This is an optimization exercise on Yosys and OpenROAD, whose aim is small area, a short achievable clock period and few clock cycles per item, not a production implementation.
The RTL was checked by simulation tests, not by an equivalence proof against the original design.
Power is estimated from default activity; no workload was simulated.

File: design.v
package conv1d_pkg;
  localparam int ADDR_W   = 7;
  localparam int DATA_W   = 32;
  localparam int SAMPLE_W = 8;
  localparam int NUM_TAPS = 4;
  localparam int COUNT_W  = 7;
  localparam int SUM_W    = 18;
  localparam logic [7:0] REG_CTRL   = 8'h00;
  localparam logic [7:0] REG_STATUS = 8'h04;
  localparam logic [7:0] REG_TAPS   = 8'h08;
  localparam logic [7:0] REG_SRC    = 8'h0C;
  localparam logic [7:0] REG_DST    = 8'h10;
  localparam logic [7:0] REG_COUNT  = 8'h14;
endpackage
module conv1d_fa (
  input  logic a,
  input  logic b,
  input  logic c,
  output logic s,
  output logic co
);
  assign s  = a ^ b ^ c;
  assign co = (a & b) | (a & c) | (b & c);
endmodule
module conv1d_datapath (
  input  logic [3:0][3:0] x_i,
  input  logic [3:0][7:0] t_i,
  input  logic [2:0][17:4] f_n_i,
  output logic [2:0][17:0] r_n_o
);
  logic [3:0][3:0][7:0] pp;
  always_comb begin
    for (int k = 0; k < 4; k++) begin
      for (int i = 0; i < 4; i++) begin
        for (int j = 0; j < 8; j++) begin
          pp[k][i][j] = ~(x_i[k][i] & t_i[k][j]);
        end
      end
    end
  end
  logic s0, c0, s1, c1, s2, c2, s3, c3;
  logic s4, c4, s5, c5, s6, c6, s7, c7;
  logic s8, c8, s9, c9, s10, c10, s11, c11;
  logic s12, c12, s13, c13, s14, c14, s15, c15;
  logic s16, c16, s17, c17, s18, c18, s19, c19;
  logic s20, c20, s21, c21, s22, c22, s23, c23;
  logic s24, c24, s25, c25, s26, c26, s27, c27;
  logic s28, c28, s29, c29, s30, c30, s31, c31;
  logic s32, c32, s33, c33, s34, c34, s35, c35;
  logic s36, c36, s37, c37, s38, c38, s39, c39;
  logic s40, c40, s41, c41, s42, c42, s43, c43;
  logic s44, c44, s45, c45, s46, c46, s47, c47;
  logic s48, c48, s49, c49, s50, c50, s51, c51;
  logic s52, c52, s53, c53, s54, c54, s55, c55;
  logic s56, c56, s57, c57, s58, c58, s59, c59;
  logic s60, c60, s61, c61, s62, c62, s63, c63;
  logic s64, c64, s65, c65, s66, c66, s67, c67;
  logic s68, c68, s69, c69, s70, c70, s71, c71;
  logic s72, c72, s73, c73, s74, c74, s75, c75;
  logic s76, c76, s77, c77, s78, c78, s79, c79;
  logic s80, c80, s81, c81, s82, c82, s83, c83;
  logic s84, c84, s85, c85, s86, c86, s87, c87;
  logic s88, c88, s89, c89, s90, c90, s91, c91;
  logic s92, c92, s93, c93, s94, c94, s95, c95;
  logic s96, c96, s97, c97, s98, c98, s99, c99;
  logic s100, c100, s101, c101, s102, c102, s103, c103;
  logic s104, c104, s105, c105, s106, c106, s107, c107;
  logic s108, c108, s109, c109, s110, c110, s111, c111;
  logic s112, c112, s113, c113, s114, c114, s115, c115;
  logic s116, c116, s117, c117, s118, c118, s119, c119;
  logic s120, c120, s121, c121, s122, c122, s123, c123;
  conv1d_fa u_fa1 (.a(pp[0][0][3]), .b(pp[0][1][2]), .c(pp[0][2][1]), .s(s0), .co(c0));
  conv1d_fa u_fa2 (.a(pp[0][3][0]), .b(pp[1][0][3]), .c(pp[1][1][2]), .s(s1), .co(c1));
  conv1d_fa u_fa3 (.a(pp[0][0][4]), .b(pp[0][1][3]), .c(pp[0][2][2]), .s(s2), .co(c2));
  conv1d_fa u_fa4 (.a(pp[0][3][1]), .b(pp[1][0][4]), .c(pp[1][1][3]), .s(s3), .co(c3));
  conv1d_fa u_fa5 (.a(pp[1][2][2]), .b(pp[1][3][1]), .c(pp[2][0][4]), .s(s4), .co(c4));
  conv1d_fa u_fa6 (.a(pp[2][1][3]), .b(pp[2][2][2]), .c(pp[2][3][1]), .s(s5), .co(c5));
  conv1d_fa u_fa7 (.a(pp[0][0][5]), .b(pp[0][1][4]), .c(pp[0][2][3]), .s(s6), .co(c6));
  conv1d_fa u_fa8 (.a(pp[0][3][2]), .b(pp[1][0][5]), .c(pp[1][1][4]), .s(s7), .co(c7));
  conv1d_fa u_fa9 (.a(pp[1][2][3]), .b(pp[1][3][2]), .c(pp[2][0][5]), .s(s8), .co(c8));
  conv1d_fa u_fa10 (.a(pp[2][1][4]), .b(pp[2][2][3]), .c(pp[2][3][2]), .s(s9), .co(c9));
  conv1d_fa u_fa11 (.a(pp[3][0][5]), .b(pp[3][1][4]), .c(pp[3][2][3]), .s(s10), .co(c10));
  conv1d_fa u_fa12 (.a(pp[0][0][6]), .b(pp[0][1][5]), .c(pp[0][2][4]), .s(s11), .co(c11));
  conv1d_fa u_fa13 (.a(pp[0][3][3]), .b(pp[1][0][6]), .c(pp[1][1][5]), .s(s12), .co(c12));
  conv1d_fa u_fa14 (.a(pp[1][2][4]), .b(pp[1][3][3]), .c(pp[2][0][6]), .s(s13), .co(c13));
  conv1d_fa u_fa15 (.a(pp[2][1][5]), .b(pp[2][2][4]), .c(pp[2][3][3]), .s(s14), .co(c14));
  conv1d_fa u_fa16 (.a(pp[3][0][6]), .b(pp[3][1][5]), .c(pp[3][2][4]), .s(s15), .co(c15));
  conv1d_fa u_fa17 (.a(pp[3][3][3]), .b(f_n_i[0][6]), .c(f_n_i[1][6]), .s(s16), .co(c16));
  conv1d_fa u_fa18 (.a(pp[0][0][7]), .b(pp[0][1][6]), .c(pp[0][2][5]), .s(s17), .co(c17));
  conv1d_fa u_fa19 (.a(pp[0][3][4]), .b(pp[1][0][7]), .c(pp[1][1][6]), .s(s18), .co(c18));
  conv1d_fa u_fa20 (.a(pp[1][2][5]), .b(pp[1][3][4]), .c(pp[2][0][7]), .s(s19), .co(c19));
  conv1d_fa u_fa21 (.a(pp[2][1][6]), .b(pp[2][2][5]), .c(pp[2][3][4]), .s(s20), .co(c20));
  conv1d_fa u_fa22 (.a(pp[3][0][7]), .b(pp[3][1][6]), .c(pp[3][2][5]), .s(s21), .co(c21));
  conv1d_fa u_fa23 (.a(pp[3][3][4]), .b(f_n_i[0][7]), .c(f_n_i[1][7]), .s(s22), .co(c22));
  conv1d_fa u_fa24 (.a(pp[0][1][7]), .b(pp[0][2][6]), .c(pp[0][3][5]), .s(s23), .co(c23));
  conv1d_fa u_fa25 (.a(pp[1][1][7]), .b(pp[1][2][6]), .c(pp[1][3][5]), .s(s24), .co(c24));
  conv1d_fa u_fa26 (.a(pp[2][1][7]), .b(pp[2][2][6]), .c(pp[2][3][5]), .s(s25), .co(c25));
  conv1d_fa u_fa27 (.a(pp[3][1][7]), .b(pp[3][2][6]), .c(pp[3][3][5]), .s(s26), .co(c26));
  conv1d_fa u_fa28 (.a(pp[0][2][7]), .b(pp[0][3][6]), .c(pp[1][2][7]), .s(s27), .co(c27));
  conv1d_fa u_fa29 (.a(pp[0][0][2]), .b(pp[0][1][1]), .c(pp[0][2][0]), .s(s28), .co(c28));
  conv1d_fa u_fa30 (.a(pp[1][0][2]), .b(pp[1][1][1]), .c(pp[1][2][0]), .s(s29), .co(c29));
  conv1d_fa u_fa31 (.a(pp[1][2][1]), .b(pp[1][3][0]), .c(pp[2][0][3]), .s(s30), .co(c30));
  conv1d_fa u_fa32 (.a(pp[2][1][2]), .b(pp[2][2][1]), .c(pp[2][3][0]), .s(s31), .co(c31));
  conv1d_fa u_fa33 (.a(pp[3][0][3]), .b(pp[3][1][2]), .c(pp[3][2][1]), .s(s32), .co(c32));
  conv1d_fa u_fa34 (.a(pp[3][0][4]), .b(pp[3][1][3]), .c(pp[3][2][2]), .s(s33), .co(c33));
  conv1d_fa u_fa35 (.a(pp[3][3][1]), .b(f_n_i[0][4]), .c(f_n_i[1][4]), .s(s34), .co(c34));
  conv1d_fa u_fa36 (.a(f_n_i[2][4]), .b(c0), .c(c1), .s(s35), .co(c35));
  conv1d_fa u_fa37 (.a(s2), .b(s3), .c(s4), .s(s36), .co(c36));
  conv1d_fa u_fa38 (.a(pp[3][3][2]), .b(f_n_i[0][5]), .c(f_n_i[1][5]), .s(s37), .co(c37));
  conv1d_fa u_fa39 (.a(f_n_i[2][5]), .b(c2), .c(c3), .s(s38), .co(c38));
  conv1d_fa u_fa40 (.a(c4), .b(c5), .c(s6), .s(s39), .co(c39));
  conv1d_fa u_fa41 (.a(s7), .b(s8), .c(s9), .s(s40), .co(c40));
  conv1d_fa u_fa42 (.a(f_n_i[2][6]), .b(c6), .c(c7), .s(s41), .co(c41));
  conv1d_fa u_fa43 (.a(c8), .b(c9), .c(c10), .s(s42), .co(c42));
  conv1d_fa u_fa44 (.a(s11), .b(s12), .c(s13), .s(s43), .co(c43));
  conv1d_fa u_fa45 (.a(s14), .b(s15), .c(s16), .s(s44), .co(c44));
  conv1d_fa u_fa46 (.a(f_n_i[2][7]), .b(c11), .c(c12), .s(s45), .co(c45));
  conv1d_fa u_fa47 (.a(c13), .b(c14), .c(c15), .s(s46), .co(c46));
  conv1d_fa u_fa48 (.a(s17), .b(s18), .c(s19), .s(s47), .co(c47));
  conv1d_fa u_fa49 (.a(s20), .b(s21), .c(c16), .s(s48), .co(c48));
  conv1d_fa u_fa50 (.a(f_n_i[0][8]), .b(f_n_i[1][8]), .c(f_n_i[2][8]), .s(s49), .co(c49));
  conv1d_fa u_fa51 (.a(c17), .b(c18), .c(c19), .s(s50), .co(c50));
  conv1d_fa u_fa52 (.a(c20), .b(c21), .c(s23), .s(s51), .co(c51));
  conv1d_fa u_fa53 (.a(s24), .b(s25), .c(s26), .s(s52), .co(c52));
  conv1d_fa u_fa54 (.a(pp[1][3][6]), .b(pp[2][2][7]), .c(pp[2][3][6]), .s(s53), .co(c53));
  conv1d_fa u_fa55 (.a(pp[3][2][7]), .b(pp[3][3][6]), .c(f_n_i[0][9]), .s(s54), .co(c54));
  conv1d_fa u_fa56 (.a(f_n_i[1][9]), .b(f_n_i[2][9]), .c(c23), .s(s55), .co(c55));
  conv1d_fa u_fa57 (.a(c24), .b(c25), .c(c26), .s(s56), .co(c56));
  conv1d_fa u_fa58 (.a(pp[0][3][7]), .b(pp[1][3][7]), .c(pp[2][3][7]), .s(s57), .co(c57));
  conv1d_fa u_fa59 (.a(pp[3][3][7]), .b(f_n_i[0][10]), .c(f_n_i[1][10]), .s(s58), .co(c58));
  conv1d_fa u_fa60 (.a(pp[0][0][1]), .b(pp[0][1][0]), .c(pp[1][0][1]), .s(s59), .co(c59));
  conv1d_fa u_fa61 (.a(pp[2][0][2]), .b(pp[2][1][1]), .c(pp[2][2][0]), .s(s60), .co(c60));
  conv1d_fa u_fa62 (.a(pp[3][0][2]), .b(pp[3][1][1]), .c(pp[3][2][0]), .s(s61), .co(c61));
  conv1d_fa u_fa63 (.a(pp[3][3][0]), .b(c28), .c(c29), .s(s62), .co(c62));
  conv1d_fa u_fa64 (.a(s30), .b(s31), .c(s32), .s(s63), .co(c63));
  conv1d_fa u_fa65 (.a(c30), .b(c31), .c(c32), .s(s64), .co(c64));
  conv1d_fa u_fa66 (.a(s33), .b(s5), .c(s34), .s(s65), .co(c65));
  conv1d_fa u_fa67 (.a(c33), .b(s10), .c(c34), .s(s66), .co(c66));
  conv1d_fa u_fa68 (.a(s37), .b(c35), .c(c36), .s(s67), .co(c67));
  conv1d_fa u_fa69 (.a(s38), .b(s39), .c(s40), .s(s68), .co(c68));
  conv1d_fa u_fa70 (.a(c37), .b(c38), .c(c39), .s(s69), .co(c69));
  conv1d_fa u_fa71 (.a(c40), .b(s41), .c(s42), .s(s70), .co(c70));
  conv1d_fa u_fa72 (.a(s43), .b(s44), .c(1'b1), .s(s71), .co(c71));
  conv1d_fa u_fa73 (.a(s22), .b(c41), .c(c42), .s(s72), .co(c72));
  conv1d_fa u_fa74 (.a(c43), .b(s45), .c(s46), .s(s73), .co(c73));
  conv1d_fa u_fa75 (.a(s47), .b(c44), .c(s48), .s(s74), .co(c74));
  conv1d_fa u_fa76 (.a(c22), .b(s49), .c(c45), .s(s75), .co(c75));
  conv1d_fa u_fa77 (.a(c46), .b(c47), .c(s50), .s(s76), .co(c76));
  conv1d_fa u_fa78 (.a(s51), .b(s52), .c(c48), .s(s77), .co(c77));
  conv1d_fa u_fa79 (.a(s53), .b(s27), .c(c49), .s(s78), .co(c78));
  conv1d_fa u_fa80 (.a(s54), .b(c50), .c(c51), .s(s79), .co(c79));
  conv1d_fa u_fa81 (.a(c52), .b(s55), .c(s56), .s(s80), .co(c80));
  conv1d_fa u_fa82 (.a(f_n_i[2][10]), .b(c53), .c(c27), .s(s81), .co(c81));
  conv1d_fa u_fa83 (.a(s57), .b(c54), .c(s58), .s(s82), .co(c82));
  conv1d_fa u_fa84 (.a(c55), .b(c56), .c(1'b1), .s(s83), .co(c83));
  conv1d_fa u_fa85 (.a(f_n_i[0][11]), .b(f_n_i[1][11]), .c(f_n_i[2][11]), .s(s84), .co(c84));
  conv1d_fa u_fa86 (.a(pp[1][1][0]), .b(pp[2][0][1]), .c(pp[2][1][0]), .s(s85), .co(c85));
  conv1d_fa u_fa87 (.a(c59), .b(s60), .c(s61), .s(s86), .co(c86));
  conv1d_fa u_fa88 (.a(c60), .b(c61), .c(s0), .s(s87), .co(c87));
  conv1d_fa u_fa89 (.a(s1), .b(s62), .c(s63), .s(s88), .co(c88));
  conv1d_fa u_fa90 (.a(c62), .b(c63), .c(s64), .s(s89), .co(c89));
  conv1d_fa u_fa91 (.a(s35), .b(s36), .c(s65), .s(s90), .co(c90));
  conv1d_fa u_fa92 (.a(c64), .b(c65), .c(s66), .s(s91), .co(c91));
  conv1d_fa u_fa93 (.a(s67), .b(s68), .c(1'b1), .s(s92), .co(c92));
  conv1d_fa u_fa94 (.a(c66), .b(c67), .c(c68), .s(s93), .co(c93));
  conv1d_fa u_fa95 (.a(s69), .b(s70), .c(s71), .s(s94), .co(c94));
  conv1d_fa u_fa96 (.a(c69), .b(c70), .c(s72), .s(s95), .co(c95));
  conv1d_fa u_fa97 (.a(s73), .b(c71), .c(s74), .s(s96), .co(c96));
  conv1d_fa u_fa98 (.a(c72), .b(c73), .c(s75), .s(s97), .co(c97));
  conv1d_fa u_fa99 (.a(s76), .b(c74), .c(s77), .s(s98), .co(c98));
  conv1d_fa u_fa100 (.a(s78), .b(c75), .c(c76), .s(s99), .co(c99));
  conv1d_fa u_fa101 (.a(s79), .b(s80), .c(c77), .s(s100), .co(c100));
  conv1d_fa u_fa102 (.a(s81), .b(c78), .c(s82), .s(s101), .co(c101));
  conv1d_fa u_fa103 (.a(c79), .b(c80), .c(s83), .s(s102), .co(c102));
  conv1d_fa u_fa104 (.a(c57), .b(c58), .c(s84), .s(s103), .co(c103));
  conv1d_fa u_fa105 (.a(c81), .b(c82), .c(c83), .s(s104), .co(c104));
  conv1d_fa u_fa106 (.a(f_n_i[0][12]), .b(f_n_i[1][12]), .c(f_n_i[2][12]), .s(s105), .co(c105));
  conv1d_fa u_fa107 (.a(pp[0][0][0]), .b(pp[1][0][0]), .c(pp[2][0][0]), .s(s106), .co(c106));
  conv1d_fa u_fa108 (.a(pp[3][0][1]), .b(pp[3][1][0]), .c(s85), .s(s107), .co(c107));
  conv1d_fa u_fa109 (.a(c85), .b(s28), .c(s29), .s(s108), .co(c108));
  conv1d_fa u_fa110 (.a(c86), .b(s87), .c(s88), .s(s109), .co(c109));
  conv1d_fa u_fa111 (.a(c87), .b(c88), .c(s89), .s(s110), .co(c110));
  conv1d_fa u_fa112 (.a(c89), .b(c90), .c(s91), .s(s111), .co(c111));
  conv1d_fa u_fa113 (.a(c91), .b(c92), .c(s93), .s(s112), .co(c112));
  conv1d_fa u_fa114 (.a(c93), .b(s95), .c(c94), .s(s113), .co(c113));
  conv1d_fa u_fa115 (.a(c95), .b(s97), .c(c96), .s(s114), .co(c114));
  conv1d_fa u_fa116 (.a(c97), .b(s99), .c(c98), .s(s115), .co(c115));
  conv1d_fa u_fa117 (.a(c99), .b(s101), .c(s102), .s(s116), .co(c116));
  conv1d_fa u_fa118 (.a(s103), .b(c101), .c(c102), .s(s117), .co(c117));
  conv1d_fa u_fa119 (.a(c84), .b(s105), .c(c103), .s(s118), .co(c118));
  conv1d_fa u_fa120 (.a(f_n_i[0][13]), .b(f_n_i[1][13]), .c(f_n_i[2][13]), .s(s119), .co(c119));
  conv1d_fa u_fa121 (.a(f_n_i[0][14]), .b(f_n_i[1][14]), .c(f_n_i[2][14]), .s(s120), .co(c120));
  conv1d_fa u_fa122 (.a(f_n_i[0][15]), .b(f_n_i[1][15]), .c(f_n_i[2][15]), .s(s121), .co(c121));
  conv1d_fa u_fa123 (.a(f_n_i[0][16]), .b(f_n_i[1][16]), .c(f_n_i[2][16]), .s(s122), .co(c122));
  conv1d_fa u_fa124 (.a(f_n_i[0][17]), .b(f_n_i[1][17]), .c(f_n_i[2][17]), .s(s123), .co(c123));
  assign r_n_o[0][0] = pp[3][0][0];
  assign r_n_o[1][0] = s106;
  assign r_n_o[2][0] = 1'b1;
  assign r_n_o[0][1] = c106;
  assign r_n_o[1][1] = s59;
  assign r_n_o[2][1] = s107;
  assign r_n_o[0][2] = c107;
  assign r_n_o[1][2] = s108;
  assign r_n_o[2][2] = s86;
  assign r_n_o[0][3] = c108;
  assign r_n_o[1][3] = s109;
  assign r_n_o[2][3] = 1'b1;
  assign r_n_o[0][4] = s90;
  assign r_n_o[1][4] = c109;
  assign r_n_o[2][4] = s110;
  assign r_n_o[0][5] = c110;
  assign r_n_o[1][5] = s92;
  assign r_n_o[2][5] = s111;
  assign r_n_o[0][6] = c111;
  assign r_n_o[1][6] = s94;
  assign r_n_o[2][6] = s112;
  assign r_n_o[0][7] = s96;
  assign r_n_o[1][7] = c112;
  assign r_n_o[2][7] = s113;
  assign r_n_o[0][8] = s98;
  assign r_n_o[1][8] = c113;
  assign r_n_o[2][8] = s114;
  assign r_n_o[0][9] = s100;
  assign r_n_o[1][9] = c114;
  assign r_n_o[2][9] = s115;
  assign r_n_o[0][10] = c100;
  assign r_n_o[1][10] = s116;
  assign r_n_o[2][10] = c115;
  assign r_n_o[0][11] = s104;
  assign r_n_o[1][11] = c116;
  assign r_n_o[2][11] = s117;
  assign r_n_o[0][12] = c104;
  assign r_n_o[1][12] = s118;
  assign r_n_o[2][12] = c117;
  assign r_n_o[0][13] = c105;
  assign r_n_o[1][13] = s119;
  assign r_n_o[2][13] = c118;
  assign r_n_o[0][14] = c119;
  assign r_n_o[1][14] = s120;
  assign r_n_o[2][14] = 1'b1;
  assign r_n_o[0][15] = c120;
  assign r_n_o[1][15] = s121;
  assign r_n_o[2][15] = 1'b1;
  assign r_n_o[0][16] = c121;
  assign r_n_o[1][16] = s122;
  assign r_n_o[2][16] = 1'b1;
  assign r_n_o[0][17] = c122;
  assign r_n_o[1][17] = s123;
  assign r_n_o[2][17] = 1'b1;
endmodule
`timescale 1ns/1ps
module conv1d_top (
  input  logic        clk,
  input  logic        rst_n,
  input  logic        psel_i,
  input  logic        penable_i,
  input  logic        pwrite_i,
  input  logic [7:0]  paddr_i,
  input  logic [31:0] pwdata_i,
  output logic [31:0] prdata_o,
  output logic        pready_o,
  output logic        pslverr_o,
  output logic        mem_req_o,
  output logic        mem_we_o,
  output logic [6:0]  mem_addr_o,
  output logic [31:0] mem_wdata_o,
  input  logic [31:0] mem_rdata_i,
  output logic        done_o
);
  localparam int SW = conv1d_pkg::SUM_W;
  logic sel_ctrl_q, sel_stat_q, sel_taps_q, sel_src_q, sel_dst_q, sel_cnt_q, bad_q;
  always_ff @(posedge clk) begin
    sel_ctrl_q <= (paddr_i == conv1d_pkg::REG_CTRL);
    sel_stat_q <= (paddr_i == conv1d_pkg::REG_STATUS);
    sel_taps_q <= (paddr_i == conv1d_pkg::REG_TAPS);
    sel_src_q  <= (paddr_i == conv1d_pkg::REG_SRC);
    sel_dst_q  <= (paddr_i == conv1d_pkg::REG_DST);
    sel_cnt_q  <= (paddr_i == conv1d_pkg::REG_COUNT);
    bad_q      <= !(paddr_i == conv1d_pkg::REG_CTRL  || paddr_i == conv1d_pkg::REG_STATUS ||
                    paddr_i == conv1d_pkg::REG_TAPS  || paddr_i == conv1d_pkg::REG_SRC ||
                    paddr_i == conv1d_pkg::REG_DST   || paddr_i == conv1d_pkg::REG_COUNT);
  end
  logic wr;
  assign wr        = psel_i & penable_i & pwrite_i;
  assign pready_o  = 1'b1;
  assign pslverr_o = bad_q;
  logic [31:0] taps_q;
  logic [6:0]  src_q, dst_q, cnt_q;
  always_ff @(posedge clk or posedge rst_n) begin
    if (rst_n) begin
      taps_q <= '0;
      src_q  <= '0;
      dst_q  <= '0;
      cnt_q  <= '0;
    end else begin
      if (wr && sel_taps_q) taps_q <= pwdata_i;
      if (wr && sel_src_q)  src_q  <= pwdata_i[6:0];
      if (wr && sel_dst_q)  dst_q  <= pwdata_i[6:0];
      if (wr && sel_cnt_q)  cnt_q  <= pwdata_i[6:0];
    end
  end
  logic       run_q;      
  logic       done_q;
  logic       req_q, we_q;
  logic       ph_q;       
  logic [1:0] fs_q;       
  logic [6:0] wl_q;       
  logic [6:0] rdp_q, wrp_q;
  logic       rv_q;       
  logic start, setup_start, idle;
  logic spec_q;           
  assign start       = wr & sel_ctrl_q & pwdata_i[0] & ~run_q;
  assign setup_start = psel_i & ~penable_i & pwrite_i & (paddr_i == conv1d_pkg::REG_CTRL) &
                       pwdata_i[0] & ~run_q & (cnt_q != '0);
  assign idle        = ~run_q & ~spec_q;
  logic       rd_now, wr_now;
  logic [6:0] wl_d;
  assign rd_now = req_q & ~we_q;
  assign wr_now = req_q & we_q;
  assign wl_d   = wl_q - {6'd0, wr_now};
  logic nx_rd, nx_wr, last;
  always_comb begin
    nx_rd = 1'b0;
    nx_wr = 1'b0;
    last  = 1'b0;
    if (run_q || (start && spec_q)) begin
      if (!ph_q) begin
        nx_rd = fs_q[1] || (wl_d > ((fs_q == 2'd1) ? 7'd1 : 7'd2));
      end else if (fs_q == 2'd3) begin
        nx_rd = 1'b1;
      end else if (fs_q == 2'd0) begin
        nx_wr = 1'b1;
        last  = (wl_q == 7'd1);
      end
    end
  end
  always_ff @(posedge clk or posedge rst_n) begin
    if (rst_n) begin
      run_q  <= 1'b0;
      done_q <= 1'b0;
      req_q  <= 1'b0;
      spec_q <= 1'b0;
    end else begin
      spec_q <= setup_start;
      if (start) begin
        run_q  <= (cnt_q != '0);
        done_q <= (cnt_q == '0);
      end else if (last) begin
        run_q  <= 1'b0;
        done_q <= 1'b1;
      end
      req_q <= setup_start | (start & ~spec_q & (cnt_q != '0)) | nx_rd | nx_wr;
    end
  end
  logic ph_d;
  assign ph_d = idle ? 1'b0 : ~ph_q;
  always_ff @(posedge clk) ph_q <= ph_d;
  always_ff @(posedge clk) begin
    rv_q <= rd_now;
    if (idle) begin
      we_q  <= 1'b0;
      fs_q  <= 2'd3;
      wl_q  <= cnt_q;
      rdp_q <= src_q;
      wrp_q <= dst_q;
    end else begin
      we_q <= nx_wr;
      if (ph_q && fs_q != 2'd0) fs_q <= fs_q - 2'd1;
      wl_q <= wl_d;
      if (rd_now) rdp_q <= rdp_q + 7'd1;
      if (wr_now) wrp_q <= wrp_q + 7'd1;
    end
  end
  assign mem_req_o  = req_q;
  assign mem_we_o   = we_q;
  assign mem_addr_o = we_q ? wrp_q : rdp_q;
  logic [3:0][7:0] w_q;
  logic [3:0][7:0] w_src;
  always_comb begin
    for (int k = 0; k < 3; k++) w_src[k] = rv_q ? w_q[k+1] : w_q[k];
    w_src[3] = rv_q ? (ph_q ? {mem_rdata_i[3:0], mem_rdata_i[7:4]} : mem_rdata_i[7:0]) : w_q[3];
  end
  always_ff @(posedge clk) begin
    for (int k = 0; k < 4; k++) w_q[k] <= {w_src[k][3:0], w_src[k][7:4]};
  end
  logic [3:0][3:0] xn;
  always_comb begin
    for (int k = 0; k < 4; k++) xn[k] = w_q[k][3:0];
  end
  logic [2:0][SW-1:0]   r_n_q, r_n_d;
  logic [2:0][SW-1:4]   f_n;
  always_comb begin
    for (int r = 0; r < 3; r++) f_n[r] = r_n_q[r][SW-5:0] | {(SW-4){ph_q}};
  end
  conv1d_datapath u_dp (
    .x_i   (xn),
    .t_i   (taps_q),
    .f_n_i (f_n),
    .r_n_o (r_n_d)
  );
  always_ff @(posedge clk) r_n_q <= r_n_d;
  logic [SW-1:0] res_q;
  always_ff @(posedge clk) begin
    res_q <= ~(r_n_q[0] + r_n_q[1] + r_n_q[2] + SW'(2));
  end
  assign mem_wdata_o = {{(32-SW){1'b0}}, res_q};
  always_comb begin
    prdata_o = '0;
    prdata_o |= {32{sel_taps_q}} & taps_q;
    prdata_o[6:0] |= ({7{sel_src_q}} & src_q) | ({7{sel_dst_q}} & dst_q) | ({7{sel_cnt_q}} & cnt_q);
    prdata_o[1:0] |= {2{sel_stat_q}} & {done_q, run_q};
  end
  assign done_o = done_q;
endmodule
File: flow/run.sh
#!/bin/bash
# Standard layout, with the smallest plain buffer on the ports.
set -euo pipefail
export BUFFER_PORTS_ARGS="-buffer_cell sky130_fd_sc_hd__buf_1"
bash standard.sh > standard.log 2>&1
File: standard.sh
#!/bin/bash
# synth_recipe.tcl (not shown) runs the flow's synth.tcl, then flattens the netlist and writes it again
# the make line also repeats each setting of config.mk as NAME=value (left out here)
make -C /OpenROAD-flow-scripts/flow DESIGN_CONFIG=/design/flow/config.mk WORK_HOME=/design/flow/orfs CLKGATE_MAP_FILE= SYNTH_SCRIPT=/design/flow/synth_recipe.tcl "${@:-finish}"
File: config.mk
export PLATFORM = sky130hd
export DESIGN_NAME = conv1d_top
export DESIGN_NICKNAME = conv1d_top
export VERILOG_FILES = /design/flow/design.v
export SDC_FILE = /design/flow/constraint.sdc
export NUM_CORES = 4
export LEC_CHECK = 0
export CAP_MARGIN = 20
export CORE_MARGIN = 2
export CORE_UTILIZATION = 65
export SETUP_SLACK_MARGIN = 4.9
export SLEW_MARGIN = 20
export SYNTH_HIERARCHICAL = 1
export SYNTH_MINIMUM_KEEP_SIZE = 0
File: constraint.sdc
create_clock -name core_clock -period 8.0 [get_ports {clk}]
set_input_delay 1.6000 -clock core_clock [delete_from_list [all_inputs] [get_ports {clk}]]
set_output_delay 1.6000 -clock core_clock [all_outputs]
set_load 0.01 [all_outputs]
==> qor.csv, run 1 <==
metric;value;unit
outcome;complete, no violations;
layout cells sized above 1;0.239;
FFs w/ async S/R, synth;0.294;
vias in the first global route;7807;
pin count of the biggest net entering global routing;58;
r2r endpoint;r_n_q[43];
Worst path slowest cell;fa_2;
layer with the highest usage;met2;
post-DP HPWL;19000;um
Ys Warns;8;
total number of vias;7546;
PwrDens;184;mW/mm^2
Max VDD drop;0.168;mV
Num CTS Buffers;17;
initial core utilization;0.660;
RePlAce Congestion;0.856;
Clock Pin Slew Worst Setup and Hold Paths;70;ps
largest area contributor in the netlist;fa_1;
maxcap violations;0;
Fin. Hold Viols;0;
Setup CP Type;reg -> reg;
Cell variety after synth;60;
die footprint;0.0193;sq mm
synthesized area per cell;11.4;sq um
Final Critical Period;3100;ps
CTS tree;built;
Worst Hold Path EP;w_q[2];
die height;139;um
final setup TNS;0;ps
# nets final;1353;
post-route clock period utilization;0.388;
met2 usage;0.435;
P_leak;4.54;nW
initial antenna violation count;0;
Worst Setup End Kind;flop;
first-pass GRT wire length;40700;um
Post-Syn Area;0.0119;sq mm
max-slew violation count;0;
Hold Path Origin;w_q[6];
Final Cell Area;0.0129;sq mm
grt met3 use;0.0573;
relative slew slack;0.433;
cells after synthesis;1039;
sequential fraction of the synthesis area;0.363;
Root Driver;clkbuf_16;
Row Count;49;
IO Pins;153;
final wirelength;25400;um
critical-path cell list;buf_12 > or2_4 > fa_2 > fa_2 > fa_2 > fa_2 > fa_2;
CP max FO;28;
Synth Flop Type;dfxtp_1;
RSZ-0062 raised after global routing;true;
clk latency of the worst-skew pair;430;ps
worst clock skew;13.1;ps
WP data arrival;3480;ps
Crit. Startpoint;ph_q;
Max Fclk;0.322;GHz
CP bufs+invs;1;
EDFF count, synth;14;
Die W;139;um
Core Area;0.0180;sq mm
WHS Path Cells;1;
GRT met1 Usage;0.384;
share of the synthesized area in the top cell type;0.238;
CTS H-tree lvls;4;
Post-route DRC;0;
Synth area leaders;fa_1 (24%), dfxtp_1 (21%), dfrtp_1 (12%);
DP Area;0.0119;sq mm
Post-DRT Antenna Nets;0;
Crit path top cell by count;fa_2;
drt pass-1 iters;8;
Vias/cell;5.60;
worst path required time;8370;ps
grt ovf;0;
R2R cell count;7;
DR iter-0 viols;515;
worst hold path type;reg -> reg;
GRT Total Usage;0.274;
port bufs;113;
Setup crit start kind;flop;
post-DR wirelength/cell;18.8;um
synth-to-layout area growth;8.37;%
Synth Register Bits;194;
Worst-Margin Slew;849;ps
origin of the critical flop-to-flop path;ph_q;
Antenna diodes;0;
CP delay by family, top;adder cells;
final core occ;0.716;
Setup-failing EPs final;0;
Sink Count;194;
CP peak stage delay;540;ps
filler cell count;1342;
R2R setup slack;4900;ps
deepest clock path buffer count;2;
-- Yosys stat by module (local to each module, per instance) --
module           copies in the design  area [sq um]  cells  flops+latches
conv1d_datapath                     1          1070    199              0
conv1d_fa                         124          20.0      1              0
conv1d_top                          1          8310    716            194
-- state kept, by name, summed over array words and instances, names as in the netlist, 2 cells and up --
| register | cells |
|---|---|
| cnt_q | 7 |
| dst_q | 7 |
| fs_q | 2 |
| r_n_q | 54 |
| rdp_q | 7 |
| res_q | 18 |
| src_q | 7 |
| taps_q | 32 |
| w_q | 32 |
| wl_q | 7 |
| wrp_q | 7 |
-- cells in the final DEF (no fill, tap or decap), types with 5 or more instances in the layout --
cell and count:
conb_1 24, nand3_1 10, a21oi_1 39, nor2_1 47, mux2_2 86, nor3_1 5
fa_2 24, dfrtp_1 33, or2_2 41, nand2_1 158, buf_1 113, fa_1 117
mux2i_1 8, inv_1 17, dfxtp_4 15, buf_4 20, o21ai_0 8, dfxtp_1 103
and3_1 5, dfrtp_2 24, xnor2_1 20, a21o_1 8, and2_1 26, edfxtp_1 14
clkbuf_16 18, ha_1 29, dfxtp_2 5, xor2_1 11, a22oi_1 12
-- stage by stage --
step / instances / total power, mW / hold WS (ps) / worst slack (ps)
4_1_cts: 1328 / 2.38 / 459 / 4860
3_5_place_dp: 1295 / 1.52 / 444 / 4640
3_3_place_gp: 1295 / 1.51 / 439 / 4660
6_report: 1348 / 2.36 / 458 / 4900
2_1_floorplan: 1060 / 1.44 / 434 / 4850
5_1_grt: 1348 / 2.47 / 466 / 4840
-- Yosys cell counts, types with 16 or more instances --
| library cell | instances |
|---|---|
| fa_1 | 141 |
| mux2_2 | 86 |
| nor2_1 | 47 |
| clkbuf_1 | 19 |
| dfrtp_1 | 57 |
| a21oi_1 | 39 |
| xnor2_1 | 20 |
| inv_1 | 18 |
| nand2_1 | 160 |
| or2_2 | 43 |
| dfxtp_1 | 123 |
| and2_1 | 26 |
| buf_4 | 69 |
| buf_6 | 16 |
| ha_1 | 29 |
-- kinds of logic (layout without fill, tap and decap cells) --
logic type | after synthesis | count (layout) | synth area share
AOI/OAI and AO/OA | 94 | 94 | 0.0526
xor gates and xnor gates | 31 | 31 | 0.0229
adders and majority gates | 170 | 170 | 0.269
buffers and inverters | 129 | 188 | 0.0732
DFF | 194 | 194 | 0.363
muxes | 94 | 94 | 0.0884
other | 3 | 24 | 0.000949
and+or+nand+nor | 324 | 324 | 0.130
-- what timing repair did --
item | 4_1_cts | 5_1_grt
setup endpoints to repair | 51 | 13
hold buffers | 0 | 0
setup buffers | 0 | 20
gates cloned | 1 | 0
resized for setup | 48 | 36
pin swaps | 2 | 8
-- worst reg2reg max path, stage by stage (launching register included) --
cell and delay [ps]:
dfxtp_4 350, buf_12 150, or2_4 250, fa_2 460
fa_2 540, fa_2 440, fa_2 350, fa_2 520
-- power by group --
| part | leakage, nW | switching (mW) | internal (mW) | total (mW) |
|---|---|---|---|---|
| clock | 0.289 | 0.397 | 0.468 | 0.866 |
| sequential | 1.94 | 0.0342 | 1.04 | 1.08 |
| combinational | 2.32 | 0.231 | 0.184 | 0.416 |
| total | 4.54 | 0.663 | 1.70 | 2.36 |
-- routing by layer --
metal | vias to the layer above | part of all wire
met3 | 31 | 0.068
met2 | 272 | 0.47
met5 | - | 0
li1 | 3471 | -
met1 | 3772 | 0.45
met4 | 0 | 0.019
-- cell type report --
type	count	area, sq um	share of cell area
multi-input cells	737	6830	0.532
flip-flops and latches	194	4400	0.342
repair buffers	138	657	0.0511
clock buffers	19	464	0.0361
well taps	229	287	0.0223
clock inverters	13	144	0.0112
inverters	18	67.6	0.00526
-- how the worst max path moves through the flow --
stage / end / slack [ps] / cells after the start
after global placement: r_n_q[43] / 4660 / 7
after floorplan: r_n_q[44] / 4850 / 9
after detailed placement: r_n_q[43] / 4640 / 7
after global routing: r_n_q[43] / 4840 / 7
after CTS: r_n_q[43] / 4860 / 7
final: r_n_q[43] / 4900 / 7
Testbench counts, summed over its fixed seeds: cycles 5,000, items 1,988.
==> inputs of run 2 (changes only) <==
--- a/config.mk
+++ b/config.mk
@@ -9,5 +9,5 @@
 export CORE_MARGIN = 2
 export CORE_UTILIZATION = 65
-export SETUP_SLACK_MARGIN = 4.9
+export SETUP_SLACK_MARGIN = 4.85
 export SLEW_MARGIN = 20
 export SYNTH_HIERARCHICAL = 1
==> run 2 against run 1 <==
Effect of this change: design area is 1.8% lower; first-iteration DRC count shrank 7.6%; combinational power shrank 1%; clock skew decreased by 3.7 ps; largest cell class unchanged; cell count decreased by 1.3%; sequential share of layout area up 0.53 points; hold slack better by 3.5 ps; register-to-register slack barely moved; sequential cell count unchanged; power down 0.81%; count of clock-buffer cells in the layout fell by 1.
==> qor.csv, run 2 <==
metric;value;unit;change
RSZ-0062 raised after global routing;true;;
Synth Register Bits;194;;unchanged
GRT Total Usage;0.269;;-0.00511
Fin. Hold Viols;0;;unchanged
filler cell count;1422;;+6.0%
Final Cell Area;0.0126;sq mm;-1.8%
total number of vias;7459;;-1.2%
largest family of logic cells by synthesized area;adder cells;;
clk latency of the worst-skew pair;430;ps;about the same
Adder-Cell Fraction of Synth Area;0.269;;unchanged
commonest non-fill, non-tap cell in the layout;nand2_1;;
Antenna diodes;0;;unchanged
sequential fraction of the synthesis area;0.363;;unchanged
Post-synth top cells;nand2_1 (160), fa_1 (141), dfxtp_1 (123), mux2_2 (86), buf_4 (69);;
EDFF count, synth;14;;unchanged
die footprint;0.0193;sq mm;unchanged
post-route clock period utilization;0.390;;+0.00175
synthesized area per cell;11.4;sq um;unchanged
Die W;139;um;unchanged
Post-Syn Area;0.0119;sq mm;unchanged
vias in the first global route;7744;;-0.81%
CTS H-tree lvls;4;;unchanged
Vias/cell;5.60;;+0.11%
Core Area;0.0180;sq mm;unchanged
IO Pins;153;;unchanged
PwrDens;185;mW/mm^2;+1.0%
WP data arrival;3420;ps;-60 ps
first-pass GRT wire length;40200;um;-1.4%
Num CTS Buffers;17;;unchanged
commonest cells after routing, fill and taps aside;nand2_1 (160), fa_1 (132), buf_1 (113);;
post-synthesis simple-gate area fraction;0.130;;unchanged
worst clock skew;9.34;ps;-3.73 ps
synth-to-layout area growth;6.42;%;
Synth area leaders;fa_1 (24%), dfxtp_1 (21%), dfrtp_1 (12%);;
Largest register FFs;54;;unchanged
CP max FO;34;;+21%
largest area contributor in the netlist;fa_1;;
share of the synthesized area in the top cell type;0.238;;unchanged
most common cell in the netlist;nand2_1;;
Setup-failing EPs final;0;;unchanged
Synth Flop Type;dfxtp_1;;
initial core utilization;0.660;;unchanged
post-DP HPWL;18900;um;-0.58%
Sink Count;194;;unchanged
xor/xnor share of the synthesized area;0.0229;;unchanged
Worst Setup End Kind;flop;;
Synth Area in Compound Gates;0.0526;;unchanged
Setup CP Type;reg -> reg;;
P_leak;4.43;nW;-2.5%
top flop regs;r_n_q x54, taps_q x32, w_q x32;;
Post-route DRC;0;;unchanged
DR iter-0 viols;476;;-7.6%
initial antenna violation count;0;;unchanged
grt ovf;0;;unchanged
maxcap violations;0;;unchanged
final setup TNS;0;ps;unchanged
cells after synthesis;1039;;unchanged
Max Fclk;0.321;GHz;-0.45%
Root Driver;clkbuf_16;;
drt pass-1 iters;5;;-3
Row Count;49;;unchanged
Clock Pin Slew Worst Setup and Hold Paths;70;ps;about the same
layout cells sized above 1;0.209;;-0.0308
post-DR wirelength/cell;18.4;um;-2.6%
deepest clock path buffer count;2;;unchanged
Setup crit start kind;flop;;
relative slew slack;0.455;;+0.0225
pin count of the biggest net entering global routing;58;;unchanged
FFs w/ async S/R, synth;0.294;;unchanged
worst path required time;8300;ps;-70 ps
Ys Warns;8;;unchanged
# nets final;1336;;-1.3%
port bufs;113;;unchanged
Worst-Margin Slew;817;ps;-31.9 ps
worst hold path type;reg -> reg;;
Post-CTS Hold Buffers;0;;unchanged
Max VDD drop;0.161;mV;-4.1%
max-slew violation count;0;;unchanged
mux share of post-synthesis cell area;0.0884;;unchanged
Largest Register;r_n_q;;
die height;139;um;unchanged
Post-DRT Antenna Nets;0;;unchanged
CTS tree;built;;
DP Area;0.0119;sq mm;about the same
final wirelength;24400;um;-3.8%
Cell variety after synth;60;;unchanged
Final Critical Period;3120;ps;+14.0 ps
RePlAce Congestion;0.900;;+5.0%
outcome;complete, no violations;;
run 2: changes by cell type in the layout (fill, tap and decap cells not counted), sizes merged:
cell and change:
clkinv +3, buf -15, bufbuf -1, clkbuf -2, inv -1, clkinvlp -1
run 2: metal layers:
metal  vias up  part of all wire  global-route usage
met4         0             0.019              0.0776
met2       270              0.46               0.424
met3        39             0.070              0.0625
met1      3710              0.45               0.379
li1       3440                 -                   -
met5         -                 0                   0
run 2: cell type report:
type / instances / area, sq um / area share
clock inverters: 14 / 148 / 0.0117
multi-input cells: 737 / 6790 / 0.538
flip-flops and latches: 194 / 4390 / 0.348
clock buffers: 18 / 450 / 0.0357
well taps: 229 / 287 / 0.0227
inverters: 18 / 67.6 / 0.00535
repair buffers: 121 / 492 / 0.0390
run 2: repair_timing:
| action | CTS | global route |
|---|---|---|
| endpoints found under the setup margin | 51 | 13 |
| buffers inserted | 0 | 3 |
| resized for setup | 32 | 28 |
| pin swaps | 0 | 2 |
run 2: where the power goes:
group | total [mW] | switching (mW) | internal, mW
clock network | 0.852 | 0.394 | 0.457
logic | 0.411 | 0.229 | 0.182
registers | 1.08 | 0.0328 | 1.05
run 2: path summary, 6_finish.rpt:
kind | start | end | slack [ps] | cells after the start
min reg2reg | w_q[6] | w_q[2] | 460 | 1
min in group asynchronous | rst_n | taps_q[22] | 1350 | 3
min | w_q[6] | w_q[2] | 460 | 1
max reg2reg | ph_q | r_n_q[43] | 4880 | 7
max | ph_q | r_n_q[43] | 4880 | 7
max in group asynchronous | rst_n | taps_q[5] | 6130 | 3
run 2: critical path, cell delays in order (launching register included):
cell     delay (ps)
dfxtp_1         330
buf_8           160
or2_4           260
fa_2            550
fa_2            440
fa_1            460
fa_2            350
fa_1            430
run 2: stage by stage:
stage	util	hold slack, ps	setup WS (ps)	std cells	power [mW]
2_1_floorplan	-	434	4850	1060	1.44
3_3_place_gp	0.662	440	4720	1296	1.51
3_5_place_dp	0.662	444	4670	1296	1.51
4_1_cts	0.699	461	4850	1328	2.37
5_1_grt	0.703	470	4810	1331	2.46
6_report	0.703	462	4880	1331	2.34
run 2: modules after synthesis (local to each module, per instance):
module	copies in the design	flip-flops and latches	area [sq um]	cells
conv1d_top	1	194	8310	716
conv1d_fa	124	0	20.0	1
conv1d_datapath	1	0	1070	199
run 2: cells by family after synthesis:
kind of cell | Yosys count
simple gates | 324
other cells | 3
xor+xnor | 31
buf+inv | 129
flops | 194
fa+ha+maj | 170
mux | 94
compound gates | 94
==> inputs of run 3 (changes only) <==
--- a/config.mk
+++ b/config.mk
@@ -8,5 +8,5 @@
 export CAP_MARGIN = 20
 export CORE_MARGIN = 2
-export CORE_UTILIZATION = 65
+export CORE_UTILIZATION = 75
 export SETUP_SLACK_MARGIN = 4.85
 export SLEW_MARGIN = 20
==> run 3 against run 2 <==
Effect of this change: highest routed layer is now met5; critical endpoint is now r_n_q[42]; sequential power about the same; utilization grew 13 points; clock power decreased by 2.7%; still clean on timing, DRC and antenna.
==> qor.csv, run 3 <==
metric;value;unit;change
outcome;complete, no violations;;
Final Critical Period;3120;ps;+3.93 ps
grt ovf;0;;unchanged
Synth Flop Type;dfxtp_1;;
post-route clock period utilization;0.390;;+0.000491
Post-CTS Hold Buffers;0;;unchanged
Crit. Startpoint;w_q[0];;
GRT Total Usage;0.322;;+0.0531
Post-DRT Antenna Nets;0;;unchanged
Post-Syn Area;0.0119;sq mm;unchanged
Final Hold Slack;456;ps;-5.62 ps
initial antenna violation count;1;;+1
port bufs;113;;unchanged
synth-to-layout area growth;7.12;%;
IO Pins;153;;unchanged
Worst-Margin Slew;796;ps;-20.6 ps
layer with the highest usage;met2;;
synthesized area per cell;11.4;sq um;unchanged
vias in the first global route;7743;;-0.013%
final setup TNS;0;ps;unchanged
GRT met1 Usage;0.444;;+0.0655
DR iter-0 viols;595;;+25%
Inst Count DP;1277;;-1.5%
Cell variety after synth;60;;unchanged
Die W;130;um;-6.7%
DP Area;0.0119;sq mm;-0.25%
worst clock skew;8.32;ps;-1.02 ps
r2r endpoint;r_n_q[42];;
CP max FO;5;;-85%
filler cell count;883;;-38%
R2R cell count;7;;unchanged
die footprint;0.0168;sq mm;-13%
Hold Path Origin;w_q[4];;
Row Count;45;;-8.2%
WP data arrival;3430;ps;about the same
worst hold path type;reg -> reg;;
# nets final;1351;;+1.1%
Max Fclk;0.320;GHz;-0.13%
P_leak;4.51;nW;+1.8%
grt met3 use;0.0861;;+0.0236
Final Cell Area;0.0127;sq mm;+0.65%
Setup CP Type;reg -> reg;;
Antenna diodes;0;;unchanged
top flop regs;r_n_q x54, taps_q x32, w_q x32;;
commonest non-fill, non-tap cell in the layout;nand2_1;;
sequential fraction of the synthesis area;0.363;;unchanged
commonest cells after routing, fill and taps aside;nand2_1 (160), fa_1 (131), buf_1 (112);;
largest area contributor in the netlist;fa_1;;
met2 usage;0.510;;+0.0859
Setup-failing EPs final;0;;unchanged
share of the synthesized area in the top cell type;0.238;;unchanged
layout cells sized above 1;0.222;;+0.0133
RePlAce Congestion;0.907;;+0.82%
initial core utilization;0.775;;+0.114
CTS tree;built;;
clk latency of the worst-skew pair;430;ps;about the same
most common cell in the netlist;nand2_1;;
Post-route DRC;0;;unchanged
origin of the critical flop-to-flop path;w_q[0];;
RSZ-0062 raised after global routing;true;;
WHS Path Cells;1;;unchanged
Num CTS Buffers;17;;unchanged
Root Driver;clkbuf_16;;
FFs w/ async S/R, synth;0.294;;unchanged
Worst Setup End Kind;flop;;
post-DR wirelength/cell;19.4;um;+5.6%
EDFF count, synth;14;;unchanged
drt pass-1 iters;7;;+2
Largest register FFs;54;;unchanged
cells after synthesis;1039;;unchanged
Finished Layout Cells;1328;;-0.23%
Clock Pin Slew Worst Setup and Hold Paths;70;ps;about the same
first-pass GRT wire length;40200;um;about the same
pin count of the biggest net entering global routing;58;;unchanged
PwrDens;183;mW/mm^2;-1.3%
deepest clock path buffer count;2;;unchanged
Vias/cell;5.85;;+4.5%
R2R setup slack;4880;ps;about the same
die height;130;um;-6.7%
Synth area leaders;fa_1 (24%), dfxtp_1 (21%), dfrtp_1 (12%);;
Core Area;0.0153;sq mm;-15%
Synth Register Bits;194;;unchanged
Largest Register;r_n_q;;
relative slew slack;0.469;;+0.0137
maxcap violations;0;;unchanged
worst path required time;8300;ps;about the same
Ys Warns;8;;unchanged
CTS H-tree lvls;4;;unchanged
post-DP HPWL;18700;um;-0.66%
total number of vias;7775;;+4.2%
Setup crit start kind;flop;;
final wirelength;25700;um;+5.3%
Worst Hold Path EP;w_q[0];;
Post-synth top cells;nand2_1 (160), fa_1 (141), dfxtp_1 (123), mux2_2 (86), buf_4 (69);;
Fin. Hold Viols;0;;unchanged
max-slew violation count;0;;unchanged
Sink Count;194;;unchanged
Max VDD drop;0.147;mV;-8.3%
-- run 3: cell counts after synthesis --
No cell type changed its count.
-- run 3: kinds of logic (layout without fill, tap and decap cells) --
| group | Yosys count | count (layout) | share of synthesized area |
|---|---|---|---|
| and+or+nand+nor | 324 | 324 | 0.130 |
| DFF | 194 | 194 | 0.363 |
| adders and majority gates | 170 | 170 | 0.269 |
| buffers and inverters | 129 | 186 | 0.0732 |
| AOI/OAI and AO/OA | 94 | 94 | 0.0526 |
| muxes | 94 | 94 | 0.0884 |
| xor gates and xnor gates | 31 | 31 | 0.0229 |
| other | 3 | 24 | 0.000949 |
-- run 3: cell type report --
type	count	area, sq um	area share
Clock buffer	21	492	0.0387
Clock inverter	11	90.1	0.00709
Inverter	18	67.6	0.00532
Multi-Input combinational cell	737	6790	0.535
Sequential cell	194	4400	0.346
Tap cell	211	264	0.0208
Timing Repair Buffer	136	602	0.0474
-- run 3: worst max path at each step --
stage | end | slack (ps) | cells past startpoint
final | r_n_q[42] | 4880 | 7
after CTS | r_n_q[44] | 4830 | 6
after global placement | r_n_q[44] | 4480 | 6
after detailed placement | r_n_q[44] | 4450 | 6
after floorplan | r_n_q[44] | 4850 | 9
after global routing | r_n_q[42] | 4820 | 7
-- run 3: timing repair --
| action | CTS | global route |
|---|---|---|
| pin swaps | 2 | 10 |
| gates resized for setup | 41 | 24 |
| endpoints found under the setup margin | 53 | 12 |
| buffers inserted | 9 | 10 |
| endpoints found under the hold margin | 0 | 0 |
-- run 3: report_power, final --
| part | total, mW | switching, mW | internal, mW |
|---|---|---|---|
| sequential | 1.08 | 0.0346 | 1.04 |
| combinational | 0.416 | 0.233 | 0.184 |
| clock | 0.829 | 0.381 | 0.448 |
| total | 2.32 | 0.649 | 1.68 |
-- run 3: layer usage --
layer | up-vias | routed length, um
li1 | 3471 | -
met1 | 3861 | 10200
met2 | 377 | 12500
met3 | 64 | 2300
met4 | 2 | 668
met5 | - | 13
-- run 3: through the flow --
step	total power, mW	util	worst slack, ps
floorplan	1.44	-	4850
global placement	1.50	0.775	4480
detailed placement	1.52	0.775	4450
CTS	2.34	0.822	4830
global route	2.43	0.830	4820
finish	2.32	0.830	4880
-- run 3: worst max-delay path, stage by stage, from the launching register on --
cell and delay [ps]:
dfxtp_4 400, buf_4 140, nand2_1 90, fa_1 530, fa_1 450, fa_1 430, fa_1 540, fa_1 420
-- run 3: modules after synthesis (local to each module, per instance) --
module,cells inside,area [sq um],flip-flops and latches,copies in the design
conv1d_datapath,199,1070,0,1
conv1d_fa,1,20.0,0,124
conv1d_top,716,8310,194,1
==> inputs of run 4 (changes only) <==
--- a/config.mk
+++ b/config.mk
@@ -8,5 +8,7 @@
 export CAP_MARGIN = 20
 export CORE_MARGIN = 2
-export CORE_UTILIZATION = 75
+export CORE_UTILIZATION = 70
+export CTS_CLUSTER_DIAMETER = 100
+export CTS_CLUSTER_SIZE = 40
 export SETUP_SLACK_MARGIN = 4.85
 export SLEW_MARGIN = 20
==> run 4 against run 3 <==
Effect of this change: maximum frequency rose by 0.44%; combinational power about the same; synthesized cell count stayed put; count of clock-buffer cells in the layout down 4; global-route usage fell by 2.4 points; clock skew up 3.1 ps; worst setup slack improved by 14 ps; sequential power is essentially flat; critical path type is now reg -> out; critical endpoint is now prdata_o[1]; largest power group unchanged.
==> qor.csv, run 4 <==
metric;value;unit;change
drt pass-1 iters;7;;unchanged
R2R cell count;6;;-1
share of the synthesized area in the top cell type;0.238;;unchanged
Fin. Hold Viols;0;;unchanged
initial core utilization;0.715;;-0.0593
largest family of logic cells by synthesized area;adder cells;;
Setup crit start kind;flop;;
Worst Setup End Kind;output port;;
WP data arrival;1510;ps;-1920 ps
Post-route DRC;0;;unchanged
post-DP HPWL;18800;um;+0.34%
Inst Count DP;1286;;+0.70%
r2r endpoint;r_n_q[45];;
Sink Count;194;;unchanged
Core Area;0.0166;sq mm;+8.3%
Max Fclk;0.322;GHz;+0.44%
EDFF count, synth;14;;unchanged
total number of vias;7610;;-2.1%
Post-DRT Antenna Nets;0;;unchanged
CTS H-tree lvls;4;;unchanged
die height;134;um;+3.4%
grt ovf;0;;unchanged
DP Area;0.0119;sq mm;about the same
commonest non-fill, non-tap cell in the layout;nand2_1;;
Post-Syn Area;0.0119;sq mm;unchanged
worst path required time;6400;ps;-1900 ps
first-pass GRT wire length;40600;um;+0.95%
Finished Layout Cells;1324;;-0.30%
DR iter-0 viols;618;;+3.9%
# nets final;1338;;-0.96%
Post-CTS Hold Buffers;0;;unchanged
Largest Register;r_n_q;;
CP max FO;8;;+3
post-route clock period utilization;0.389;;-0.00171
Largest register FFs;54;;unchanged
CTS tree;built;;
RePlAce Congestion;0.876;;-3.5%
Adder-Cell Fraction of Synth Area;0.269;;unchanged
synthesized area per cell;11.4;sq um;unchanged
PwrDens;185;mW/mm^2;+1.2%
top flop regs;r_n_q x54, taps_q x32, w_q x32;;
R2R setup slack;4910;ps;+30 ps
final setup TNS;0;ps;unchanged
Die W;134;um;+3.4%
sequential fraction of the synthesis area;0.363;;unchanged
Setup CP Type;reg -> out;;
die footprint;0.0180;sq mm;+6.9%
Root Driver;clkbuf_16;;
xor/xnor share of the synthesized area;0.0229;;unchanged
port bufs;113;;unchanged
Post-synth top cells;nand2_1 (160), fa_1 (141), dfxtp_1 (123), mux2_2 (86), buf_4 (69);;
relative slew slack;0.462;;-0.00730
Cell variety after synth;60;;unchanged
clk latency of the worst-skew pair;440;ps;about the same
P_leak;4.42;nW;-2.1%
max-slew violation count;0;;unchanged
Ys Warns;8;;unchanged
synth-to-layout area growth;6.37;%;
Synth Flop Type;dfxtp_1;;
mux share of post-synthesis cell area;0.0884;;unchanged
Final Critical Period;3110;ps;-13.7 ps
commonest cells after routing, fill and taps aside;nand2_1 (160), fa_1 (134), buf_1 (113);;
Synth area leaders;fa_1 (24%), dfxtp_1 (21%), dfrtp_1 (12%);;
maxcap violations;0;;unchanged
Num CTS Buffers;17;;unchanged
post-synthesis simple-gate area fraction;0.130;;unchanged
initial antenna violation count;1;;unchanged
Crit. Startpoint;sel_dst_q;;
Synth Area in Compound Gates;0.0526;;unchanged
origin of the critical flop-to-flop path;w_q[26];;
outcome;complete, no violations;;
worst hold path type;reg -> reg;;
vias in the first global route;7811;;+0.88%
layout cells sized above 1;0.210;;-0.0119
deepest clock path buffer count;2;;unchanged
Worst-Margin Slew;806;ps;+9.29 ps
worst clock skew;11.4;ps;+3.07 ps
pin count of the biggest net entering global routing;58;;unchanged
final wirelength;25100;um;-2.3%
GRT Total Usage;0.298;;-0.0243
FFs w/ async S/R, synth;0.294;;unchanged
Synth Register Bits;194;;unchanged
filler cell count;1155;;+31%
Antenna diodes;0;;unchanged
Setup-failing EPs final;0;;unchanged
Clock Pin Slew Worst Setup and Hold Paths;70;ps;about the same
critical path endpoint;prdata_o[1];;
Vias/cell;5.75;;-1.8%
Max VDD drop;0.167;mV;+13%
cells after synthesis;1039;;unchanged
largest area contributor in the netlist;fa_1;;
post-DR wirelength/cell;19.0;um;-2.0%
most common cell in the netlist;nand2_1;;
Final Cell Area;0.0126;sq mm;-0.70%
final core occ;0.761;;-0.0688
Row Count;47;;+4.4%
RSZ-0062 raised after global routing;false;;
IO Pins;153;;unchanged
==> run 4: worst min-delay path by stage <==
stage | end | slack [ps] | depth (start not counted) | start
2_1_floorplan | w_q[0] | 430 | 1 | w_q[4]
3_3_place_gp | w_q[0] | 440 | 1 | w_q[4]
3_5_place_dp | w_q[0] | 440 | 1 | w_q[4]
4_1_cts | w_q[0] | 460 | 1 | w_q[4]
5_1_grt | w_q[1] | 470 | 1 | w_q[5]
6_report | w_q[1] | 470 | 1 | w_q[5]
==> run 4: what timing repair did <==
| item | CTS | global route |
|---|---|---|
| endpoints found under the setup margin | 51 | 14 |
| gates resized for setup | 33 | 28 |
| setup buffers | 0 | 6 |
| pin swaps | 0 | 5 |
==> run 4: layout make-up <==
class / instances / area, sq um / share of cell area
Clock inverter: 15 / 158 / 0.0125
Clock buffer: 17 / 425 / 0.0337
Inverter: 18 / 67.6 / 0.00536
Multi-Input combinational cell: 737 / 6790 / 0.538
Timing Repair Buffer: 123 / 509 / 0.0404
Sequential cell: 194 / 4400 / 0.348
Tap cell: 220 / 275 / 0.0218
==> run 4: per-module statistics from Yosys (local to each module, per instance) <==
module           copies in the design  flops+latches
conv1d_fa                         124              0
conv1d_top                          1            194
conv1d_datapath                     1              0
==> run 4: logic make-up (layout without fill, tap and decap cells) <==
kind of cell    after synthesis  in the layout
mux                          94             94
flops                       194            194
xor+xnor                     31             31
simple gates                324            324
fa+ha+maj                   170            170
other cells                   3             24
compound gates               94             94
buf+inv                     129            173
==> run 4: layer usage <==
metal,part of all wire,vias up,global-route usage,routed length (um)
met5,0,-,0,0
met1,0.43,3801,0.413,10700
met2,0.47,323,0.470,11900
met3,0.080,40,0.0779,2010
li1,-,3446,-,-
met4,0.021,0,0.0877,535
==> run 4: worst max-delay path, stage by stage, from the launching register on <==
cell	delay (ps)
dfxtp_1	430
a222oi_1	370
nand2_1	130
buf_1	140
==> run 4: through the flow <==
step	hold WS [ps]	setup slack, ps	power (mW)
CTS	464	4860	2.35
floorplan	434	4850	1.44
global placement	438	4480	1.50
finish	465	4890	2.34
detailed placement	444	4430	1.52
global route	474	4850	2.45
==> run 4: where the power goes <==
group	leakage [nW]	total, mW	switching [mW]	internal (mW)
sequential	1.94	1.08	0.0341	1.04
clock	0.269	0.845	0.407	0.438
combinational	2.21	0.413	0.230	0.182
==> inputs of run 5 (changes only) <==
--- a/config.mk
+++ b/config.mk
@@ -9,6 +9,4 @@
 export CORE_MARGIN = 2
 export CORE_UTILIZATION = 70
-export CTS_CLUSTER_DIAMETER = 100
-export CTS_CLUSTER_SIZE = 40
 export SETUP_SLACK_MARGIN = 4.85
 export SLEW_MARGIN = 20
==> run 5 against run 4 <==
Effect of this change: sequential power about the same; synthesized cell count unchanged; global-route usage unchanged; largest cell class unchanged; non-clock buffer count unchanged; clock skew unchanged; area after synthesis unchanged; critical path depth unchanged; highest routed layer unchanged; combinational power about the same; critical endpoint unchanged.
==> qor.csv, run 5 <==
metric;value;unit;change
outcome;complete, no violations;;
Synth Register Bits;194;;unchanged
initial core utilization;0.715;;unchanged
WL met3;2010;um;unchanged
pin count of the biggest net entering global routing;58;;unchanged
worst path required time;6400;ps;about the same
origin of the critical flop-to-flop path;w_q[26];;
final setup TNS;0;ps;unchanged
Worst Hold Path EP;w_q[1];;
post-DR wirelength/cell;19.0;um;unchanged
R2R setup slack;4910;ps;about the same
drt pass-1 iters;7;;unchanged
deepest clock path buffer count;2;;unchanged
post-DP HPWL;18800;um;unchanged
Setup-failing EPs final;0;;unchanged
Ys Warns;8;;unchanged
Largest register FFs;54;;unchanged
Sink Count;194;;unchanged
Vias/cell;5.75;;unchanged
r2r endpoint;r_n_q[45];;
synthesized area per cell;11.4;sq um;unchanged
Post-CTS Hold Buffers;0;;unchanged
CP max FO;8;;unchanged
port bufs;113;;unchanged
Num CTS Buffers;17;;unchanged
Core Area;0.0166;sq mm;unchanged
maxcap violations;0;;unchanged
Post-Syn Area;0.0119;sq mm;unchanged
final wirelength;25100;um;unchanged
Synth area leaders;fa_1 (24%), dfxtp_1 (21%), dfrtp_1 (12%);;
IO Pins;153;;unchanged
commonest cells after routing, fill and taps aside;nand2_1 (160), fa_1 (134), buf_1 (113);;
pre-CTS setup slack;4430;ps;unchanged
top flop regs;r_n_q x54, taps_q x32, w_q x32;;
Clock Pin Slew Worst Setup and Hold Paths;70;ps;about the same
CTS H-tree lvls;4;;unchanged
layout cells sized above 1;0.210;;unchanged
commonest non-fill, non-tap cell in the layout;nand2_1;;
met2 WL;11900;um;unchanged
Antenna diodes;0;;unchanged
sequential fraction of the synthesis area;0.363;;unchanged
EDFF count, synth;14;;unchanged
RSZ-0062 raised after global routing;false;;
cells after synthesis;1039;;unchanged
DR iter-0 viols;618;;unchanged
Inst Count DP;1286;;unchanged
max-slew violation count;0;;unchanged
P_leak;4.42;nW;unchanged
largest area contributor in the netlist;fa_1;;
die footprint;0.0180;sq mm;unchanged
share of the synthesized area in the top cell type;0.238;;unchanged
worst hold path type;reg -> reg;;
PwrDens;185;mW/mm^2;unchanged
R2R cell count;6;;unchanged
Root Driver;clkbuf_16;;
Post-DRT Antenna Nets;0;;unchanged
Row Count;47;;unchanged
Fin. Hold Viols;0;;unchanged
Cell variety after synth;60;;unchanged
most common cell in the netlist;nand2_1;;
GRT Total Usage;0.298;;unchanged
Max VDD drop;0.167;mV;unchanged
Hold Path Origin;w_q[5];;
final worst slack;4890;ps;unchanged
WHS Path Cells;1;;unchanged
Post-route DRC;0;;unchanged
relative slew slack;0.462;;unchanged
CTS tree;built;;
vias in the first global route;7811;;unchanged
WP data arrival;1510;ps;about the same
M1 WL;10700;um;unchanged
# nets final;1338;;unchanged
post-route clock period utilization;0.389;;unchanged
RePlAce Congestion;0.876;;unchanged
Synth Flop Type;dfxtp_1;;
Die W;134;um;unchanged
Max Fclk;0.322;GHz;unchanged
Final Hold Slack;465;ps;unchanged
synth-to-layout area growth;6.37;%;unchanged
Setup CP Type;reg -> out;;
Final Critical Period;3110;ps;unchanged
die height;134;um;unchanged
Setup crit start kind;flop;;
Largest Register;r_n_q;;
highest routed layer;met4;;
total number of vias;7610;;unchanged
Worst-Margin Slew;806;ps;unchanged
grt ovf;0;;unchanged
clk latency of the worst-skew pair;440;ps;about the same
Post-synth top cells;nand2_1 (160), fa_1 (141), dfxtp_1 (123), mux2_2 (86), buf_4 (69);;
Worst Setup End Kind;output port;;
Finished Layout Cells;1324;;unchanged
FFs w/ async S/R, synth;0.294;;unchanged
worst clock skew;11.4;ps;unchanged
initial antenna violation count;1;;unchanged
first-pass GRT wire length;40600;um;unchanged
-- run 5: cell counts after synthesis --
Identical to the previous run, type by type.
-- run 5: kinds of logic after synthesis --
family          after synthesis  share of synthesized area
buf+inv                     129                     0.0732
other cells                   3                   0.000949
simple gates                324                      0.130
compound gates               94                     0.0526
mux                          94                     0.0884
flops                       194                      0.363
xor+xnor                     31                     0.0229
fa+ha+maj                   170                      0.269
-- run 5: stage by stage --
step / total power [mW] / cell area, sq um / utilization
CTS: 2.35 / 12500 / 0.755
floorplan: 1.44 / 12000 / -
finish: 2.34 / 12600 / 0.761
global placement: 1.50 / 11900 / 0.716
detailed placement: 1.52 / 11900 / 0.716
global route: 2.45 / 12600 / 0.761
-- run 5: worst max-delay path by stage --
stage,to,start,depth (start not counted)
global placement,r_n_q[44],ph_q,6
detailed placement,r_n_q[44],ph_q,6
global route,r_n_q[28],taps_q[15],6
CTS,prdata_o[1],sel_src_q,3
finish,prdata_o[1],sel_dst_q,3
floorplan,r_n_q[44],ph_q,9
-- run 5: critical path, stage by stage (launching register included) --
cell,delay [ps]
dfxtp_1,430
a222oi_1,370
nand2_1,130
buf_1,140
-- run 5: routing by layer --
layer | track usage | vias to the layer above
li1 | - | 3446
met1 | 0.413 | 3801
met2 | 0.470 | 323
met3 | 0.0779 | 40
met4 | 0.0877 | 0
met5 | 0 | -
-- run 5: layout make-up --
| class | count | area [sq um] |
|---|---|---|
| Clock buffer | 17 | 425 |
| Clock inverter | 15 | 158 |
| Fill cell | 1155 | 3970 |
| Inverter | 18 | 67.6 |
| Multi-Input combinational cell | 737 | 6790 |
| Sequential cell | 194 | 4400 |
| Tap cell | 220 | 275 |
| Timing Repair Buffer | 123 | 509 |
-- run 5: where the power goes --
part           leakage (nW)  internal, mW  total [mW]  switching, mW
logic                  2.21         0.182       0.413          0.230
clock network         0.269         0.438       0.845          0.407
registers              1.94          1.04        1.08         0.0341
total                  4.42          1.67        2.34          0.671
-- run 5: per-module statistics from Yosys, one instance, submodules excluded --
module           copies in the design  cell area, sq um  flip-flops and latches
conv1d_top                          1              8310                     194
conv1d_fa                         124              20.0                       0
conv1d_datapath                     1              1070                       0
-- run 5: what timing repair did --
action	in CTS	in global routing
gates resized for setup	33	28
setup endpoints to repair	51	14
buffers inserted	0	6
pin swaps	0	5

[port drivers added, routing unchanged]
No port has a modelled driver above. Below, the same layouts with a new extraction and two added sets of constraints.
Step 1 assumes that a clkbuf_16 drives the clock port and a buf_2 every other input.
Step 2, shift: input delay + t, output delay - t, t = (earliest + latest rising clock arrival at the registers) / 2. This alone moves slack from input paths to output paths.
Slacks: ideal ports / drivers / drivers and shift; pairs: ideal ports / drivers.
| run | shift t [ns] | slack for setup (ns) | latest minus earliest clock arrival (ns) |
|---|---|---|---|
| run 1 | 0.468 | 4.896 / 4.896 / 4.896 | 0.014 / 0.013 |
| run 2 | 0.475 | 4.882 / 4.879 / 4.882 | 0.013 / 0.012 |
| run 3 | 0.473 | 4.878 / 4.874 / 4.878 | 0.010 / 0.009 |
| run 4 | 0.482 | 4.892 / 4.845 / 4.906 | 0.011 / 0.011 |
| run 5 | 0.482 | 4.892 / 4.845 / 4.906 | 0.011 / 0.011 |
After both steps every run listed still meets setup and hold.
